Context: an optimization exercise on an open-source flow, tuned for small area, a short achievable clock period and few clock cycles per item. The choices shown serve that exercise and are no tape-out recipe. In this exercise RTL edits were held to simulation tests only and were not proved equivalent to the original. Power and IR drop assume default switching activity.

==> try-zinc <==
Design conv_row_layer, start of the top module:
module conv_row_layer #(
    parameter int KERNEL_SIZE = KERNEL_SIZE_DEF,
    parameter int ROW_WIDTH = ROW_WIDTH_DEF,
    parameter int IN_CHANNELS = IN_CHANNELS_DEF,
    parameter int OUT_CHANNELS = OUT_CHANNELS_DEF,
    parameter int WEIGHT_Q_SHIFT = WEIGHT_Q_SHIFT_DEF,
    localparam int OUT_WIDTH = ROW_WIDTH - KERNEL_SIZE + 1,
    localparam int WT_BITS = OUT_CHANNELS * IN_CHANNELS * KERNEL_SIZE * KERNEL_SIZE
                             * WEIGHT_BITS,
    localparam int ROW_BITS = ROW_WIDTH * IN_CHANNELS * VALUE_BITS,
    localparam int OUT_BITS = OUT_WIDTH * OUT_CHANNELS * VALUE_BITS
) (
    input  logic                clock_i,
    input  logic                reset_i,
    input  logic [WT_BITS-1:0]  weights_i,
    input  logic [ROW_BITS-1:0] in_row_i,
    input  logic                in_row_valid_i,
    input  logic                in_row_last_i,
    input  logic [3:0]          in_row_tag_i,
    output logic                in_row_accept_o,
    output logic [OUT_BITS-1:0] out_row_o,
    output logic                out_row_valid_o,
    output logic                out_row_last_o,
    output logic [3:0]          out_row_tag_o,
    input  logic                out_row_accept_i
);
clock: 13.0 ns
lec_check: 0
cap_margin: 20
core_margin: 2
core_utilization: 40
slew_margin: 20
run.sh (not shown) runs the stock make flow with config.mk's settings and CLKGATE_MAP_FILE= SYNTH_SCRIPT=/design/flow/synth_recipe.tcl, a recipe that flattens the netlist after the stock synthesis.
==> try-sierra (differences from try-zinc) <==
--- a/flow/design.v
+++ b/flow/design.v
@@ -138,111 +138,88 @@
     localparam int OC_W = (OUT_CHANNELS > 1) ? $clog2(OUT_CHANNELS) : 1
 ) (
     input  logic             clock_i,
     input  logic             reset_i,
     input  logic             in_row_valid_i,
     input  logic             in_row_last_i,
     input  logic [3:0]       in_row_tag_i,
-    input  logic             result_valid_i,
     input  logic             out_busy_i,
     output logic             in_row_accept_o,
     output logic             shift_row_o,
     output logic [COL_W-1:0] col_sel_o,
     output logic [OC_W-1:0]  oc_sel_o,
     output logic             issue_o,
-    output logic             row_done_o,
+    output logic             issue_last_o,
     output logic             row_last_o,
     output logic [3:0]       row_tag_o
 );
     localparam int CNT_W = $clog2(KERNEL_SIZE + 1);
-    typedef enum logic [1:0] {
+    typedef enum logic [0:0] {
         WAIT_ROW,
-        SWEEP,
-        DRAIN,
-        HOLD
+        SWEEP
     } state_t;
     state_t state_q;
-    state_t state_d;
     logic [CNT_W-1:0] row_count_q;
     logic [COL_W-1:0] col_q;
     logic [OC_W-1:0]  oc_q;
-    logic             row_done_q;
     logic             row_last_q;
-    logic [3:0]      row_tag_q;
+    logic [3:0]       row_tag_q;
+    logic sweep_end;
+    logic issue;
+    logic ready;
     logic accept;
     logic window_full;
-    logic sweep_end;
-    assign accept = (state_q == WAIT_ROW) && in_row_valid_i && !out_busy_i;
-    assign window_full = row_count_q >= CNT_W'(KERNEL_SIZE - 1);
     assign sweep_end = (col_q == COL_W'(OUT_WIDTH - 1)) && (oc_q == OC_W'(OUT_CHANNELS - 1));
-    assign in_row_accept_o = accept;
+    assign issue = (state_q == SWEEP) && !(sweep_end && out_busy_i);
+    assign ready = (state_q == WAIT_ROW) || (issue && sweep_end);
+    assign accept = ready && in_row_valid_i;
+    assign window_full = row_count_q >= CNT_W'(KERNEL_SIZE - 1);
+    assign in_row_accept_o = ready;
     assign shift_row_o = accept;
-    assign issue_o = (state_q == SWEEP);
+    assign issue_o = issue;
+    assign issue_last_o = issue && sweep_end;
     assign col_sel_o = col_q;
     assign oc_sel_o = oc_q;
-    assign row_done_o = row_done_q;
     assign row_last_o = row_last_q;
     assign row_tag_o = row_tag_q;
-    always_comb begin
-        state_d = state_q;
-        case (state_q)
-            WAIT_ROW: begin
-                if (accept && window_full) begin
-                    state_d = SWEEP;
-                end
-            end
-            SWEEP: begin
-                if (sweep_end) begin
-                    state_d = DRAIN;
-                end
-            end
-            DRAIN: begin
-                if (result_valid_i) begin
-                    state_d = HOLD;
-                end
-            end
-            HOLD: begin
-                if (!row_done_q && !out_busy_i) begin
-                    state_d = WAIT_ROW;
-                end
-            end
-            default: state_d = WAIT_ROW;
-        endcase
-    end
     always_ff @(posedge clock_i) begin
         if (reset_i) begin
             state_q <= WAIT_ROW;
             row_count_q <= '0;
             col_q <= '0;
             oc_q <= '0;
-            row_done_q <= 1'b0;
-            row_last_q <= 1'b0;
         end else begin
-            state_q <= state_d;
-            row_done_q <= (state_q == DRAIN) && result_valid_i;
+            if (issue) begin
+                if (oc_q == OC_W'(OUT_CHANNELS - 1)) begin
+                    oc_q <= '0;
+                    col_q <= col_q + 1'b1;
+                end else begin
+                    oc_q <= oc_q + 1'b1;
+                end
+                if (sweep_end) begin
+                    state_q <= WAIT_ROW;
+                    col_q <= '0;
+                    oc_q <= '0;
+                end
+            end
             if (accept) begin
-                row_last_q <= in_row_last_i;
+                if (window_full) begin
+                    state_q <= SWEEP;
+                end
                 col_q <= '0;
                 oc_q <= '0;
                 if (in_row_last_i) begin
                     row_count_q <= '0;
                 end else if (row_count_q != CNT_W'(KERNEL_SIZE)) begin
                     row_count_q <= row_count_q + 1'b1;
                 end
             end
-            if (state_q == SWEEP) begin
-                if (oc_q == OC_W'(OUT_CHANNELS - 1)) begin
-                    oc_q <= '0;
-                    col_q <= col_q + 1'b1;
-                end else begin
-                    oc_q <= oc_q + 1'b1;
-                end
-            end
         end
         if (accept) begin
+            row_last_q <= in_row_last_i;
             row_tag_q <= in_row_tag_i;
         end
     end
 endmodule
 `timescale 1ns/10ps
 import conv_pkg::*;
 module output_row_buffer #(
@@ -256,56 +233,74 @@
 ) (
     input  logic                clock_i,
     input  logic                reset_i,
     input  logic [7:0]          result_i,
     input  logic                result_valid_i,
     input  logic [OC_W-1:0]     result_oc_i,
     input  logic [COL_W-1:0]    result_col_i,
-    input  logic                row_done_i,
+    input  logic                issue_last_i,
     input  logic                row_last_i,
     input  logic [3:0]          row_tag_i,
     input  logic                out_row_accept_i,
     output logic [OUT_BITS-1:0] out_row_o,
     output logic                out_row_valid_o,
     output logic                out_row_last_o,
     output logic [3:0]          out_row_tag_o,
     output logic                busy_o
 );
     localparam int VB = VALUE_BITS;
+    logic [OUT_BITS-1:0] asm_q;
+    logic [OUT_BITS-1:0] asm_d;
     logic [OUT_BITS-1:0] row_q;
     logic                valid_q;
     logic                last_q;
-    logic [3:0]         tag_q;
+    logic [3:0]          tag_q;
+    logic                issue_last_q;
+    logic                pend_last_q;
+    logic [3:0]          pend_tag_q;
+    logic                complete;
     assign out_row_o = row_q;
     assign out_row_valid_o = valid_q;
     assign out_row_last_o = last_q;
     assign out_row_tag_o = tag_q;
     assign busy_o = valid_q;
-    always_ff @(posedge clock_i) begin
+    assign complete = result_valid_i && issue_last_q;
+    always_comb begin
+        asm_d = asm_q;
         for (int col = 0; col < OUT_WIDTH; col++) begin
             for (int oc = 0; oc < OUT_CHANNELS; oc++) begin
                 if (result_valid_i && int'(result_col_i) == col && int'(result_oc_i) == oc) begin
-                    row_q[(col * OUT_CHANNELS + oc)*VB +: VB] <= result_i;
+                    asm_d[(col * OUT_CHANNELS + oc)*VB +: VB] = result_i;
                 end
             end
         end
-        if (row_done_i) begin
-            tag_q <= row_tag_i;
+    end
+    always_ff @(posedge clock_i) begin
+        asm_q <= asm_d;
+        if (issue_last_i) begin
+            pend_last_q <= row_last_i;
+            pend_tag_q <= row_tag_i;
+        end
+        if (complete) begin
+            row_q <= asm_d;
+            last_q <= pend_last_q;
+            tag_q <= pend_tag_q;
         end
     end
     always_ff @(posedge clock_i) begin
         if (reset_i) begin
             valid_q <= 1'b0;
-            last_q <= 1'b0;
-        end else if (row_done_i) begin
-            valid_q <= 1'b1;
-            last_q <= row_last_i;
-        end else if (valid_q && out_row_accept_i) begin
-            valid_q <= 1'b0;
-            last_q <= 1'b0;
+            issue_last_q <= 1'b0;
+        end else begin
+            issue_last_q <= issue_last_i;
+            if (complete) begin
+                valid_q <= 1'b1;
+            end else if (valid_q && out_row_accept_i) begin
+                valid_q <= 1'b0;
+            end
         end
     end
 endmodule
 `timescale 1ns/10ps
 import conv_pkg::*;
 module conv_row_layer #(
     parameter int KERNEL_SIZE = KERNEL_SIZE_DEF,
@@ -341,15 +336,15 @@
     logic [WIN_BITS-1:0] window;
     logic [OC_W-1:0]     oc_sel;
     logic                issue;
     logic [7:0]         result;
     logic                result_valid;
     logic [OC_W-1:0]     result_oc;
     logic [COL_W-1:0]    result_col;
-    logic                row_done;
+    logic                issue_last;
     logic                row_last;
     logic [3:0]         row_tag;
     logic                busy;
     line_window_buffer #(
         .KERNEL_SIZE(KERNEL_SIZE), .ROW_WIDTH(ROW_WIDTH), .IN_CHANNELS(IN_CHANNELS)
     ) line_window_buffer_i (
         .clock_i(clock_i), .reset_i(reset_i), .row_i(in_row_i), .shift_row_i(shift_row),
@@ -364,22 +359,22 @@
         .result_valid_o(result_valid), .result_oc_o(result_oc), .result_col_o(result_col)
     );
     conv_sequencer #(
         .KERNEL_SIZE(KERNEL_SIZE), .ROW_WIDTH(ROW_WIDTH), .OUT_CHANNELS(OUT_CHANNELS)
     ) conv_sequencer_i (
         .clock_i(clock_i), .reset_i(reset_i), .in_row_valid_i(in_row_valid_i),
         .in_row_last_i(in_row_last_i), .in_row_tag_i(in_row_tag_i),
-        .result_valid_i(result_valid), .out_busy_i(busy), .in_row_accept_o(in_row_accept_o),
+        .out_busy_i(busy), .in_row_accept_o(in_row_accept_o),
         .shift_row_o(shift_row), .col_sel_o(col_sel), .oc_sel_o(oc_sel), .issue_o(issue),
-        .row_done_o(row_done), .row_last_o(row_last), .row_tag_o(row_tag)
+        .issue_last_o(issue_last), .row_last_o(row_last), .row_tag_o(row_tag)
     );
     output_row_buffer #(
         .ROW_WIDTH(ROW_WIDTH), .KERNEL_SIZE(KERNEL_SIZE), .OUT_CHANNELS(OUT_CHANNELS)
     ) output_row_buffer_i (
         .clock_i(clock_i), .reset_i(reset_i), .result_i(result),
         .result_valid_i(result_valid), .result_oc_i(result_oc), .result_col_i(result_col),
-        .row_done_i(row_done), .row_last_i(row_last), .row_tag_i(row_tag),
+        .issue_last_i(issue_last), .row_last_i(row_last), .row_tag_i(row_tag),
         .out_row_accept_i(out_row_accept_i), .out_row_o(out_row_o),
         .out_row_valid_o(out_row_valid_o), .out_row_last_o(out_row_last_o),
         .out_row_tag_o(out_row_tag_o), .busy_o(busy)
     );
 endmodule
==> summary.txt <==
Outcome: try-sierra complete, no violations; try-zinc complete, no violations
Aggregate routed wire length: try-sierra 238000 um; try-zinc 218000 um
Final core utilization: try-sierra 47.8%; try-zinc 47.2%
Std cell rows: try-sierra 142; try-zinc 138
Critical path's largest stage delay: try-sierra 0.79 ns; try-zinc 0.75 ns
Die area: try-sierra 154000 sq um; try-zinc 145000 sq um
Detailed-routed wire length on met2: try-sierra 104000 um; try-zinc 94800 um
Average detailed-routed wire length per instance: try-sierra 24.2 um; try-zinc 23.4 um
Buffers plus inverters on the worst setup path: try-sierra 6; try-zinc 5
Number of enable flip-flop cells after synthesis: try-sierra 111; try-zinc 104
Detail Route met3 WL: try-sierra 21100 um; try-zinc 20700 um
Fraction of power consumed by combinational cells: try-sierra 59.0%; try-zinc 81.2%
Routed length on met1: try-sierra 101000 um; try-zinc 92900 um
Vias: try-sierra 53400; try-zinc 50600
Net Switching: try-sierra 4.33 mW; try-zinc 9.92 mW
Summed area of non-filler cells in the final layout: try-sierra 71500 sq um; try-zinc 66600 sq um
Pin count of the biggest net entering global routing: try-sierra 217; try-zinc 210
Synthesized area per cell: try-sierra 8.41 sq um; try-zinc 8.28 sq um
DP Area: try-sierra 69000 sq um; try-zinc 64800 sq um
Detailed Place HPWL: try-sierra 192000 um; try-zinc 175000 um
Testbench counts of try-zinc, summed over its fixed seeds: cycles 10,828, rows 628.
Testbench counts of try-sierra, summed over its fixed seeds: cycles 7,720, rows 628.

[separate check: timing with driven ports]
How much do the figures lean on ideal ports? The routed layouts below were timed once more, with nothing changed but the port constraints.
Step 1, drivers: a clkbuf_16 drives clock_i and a buf_2 each remaining input, both assumed.
Step 2 moves the port delays by t, midway between the first and last clock arrival at a register: inputs arrive t later, outputs are due t later. That takes back most of the time a late clock gives input paths.
a / b / c = no drivers / after step 1 / after step 2; a / b = the first two.
| run | t (ns) | setup slack, ns | slew at the worst register clock pin (ns) |
|---|---|---|---|
| try-zinc | 0.712 | 0.827 / 0.827 / 0.340 | 0.07 / 0.07 |
| try-sierra | 0.740 | 0.630 / 0.630 / 0.260 | 0.07 / 0.07 |
After both steps setup and hold are still met in every run listed. For try-zinc, which loses most, drivers alone change the setup slack by 0.000 ns; drivers and shift together by -0.487 ns.
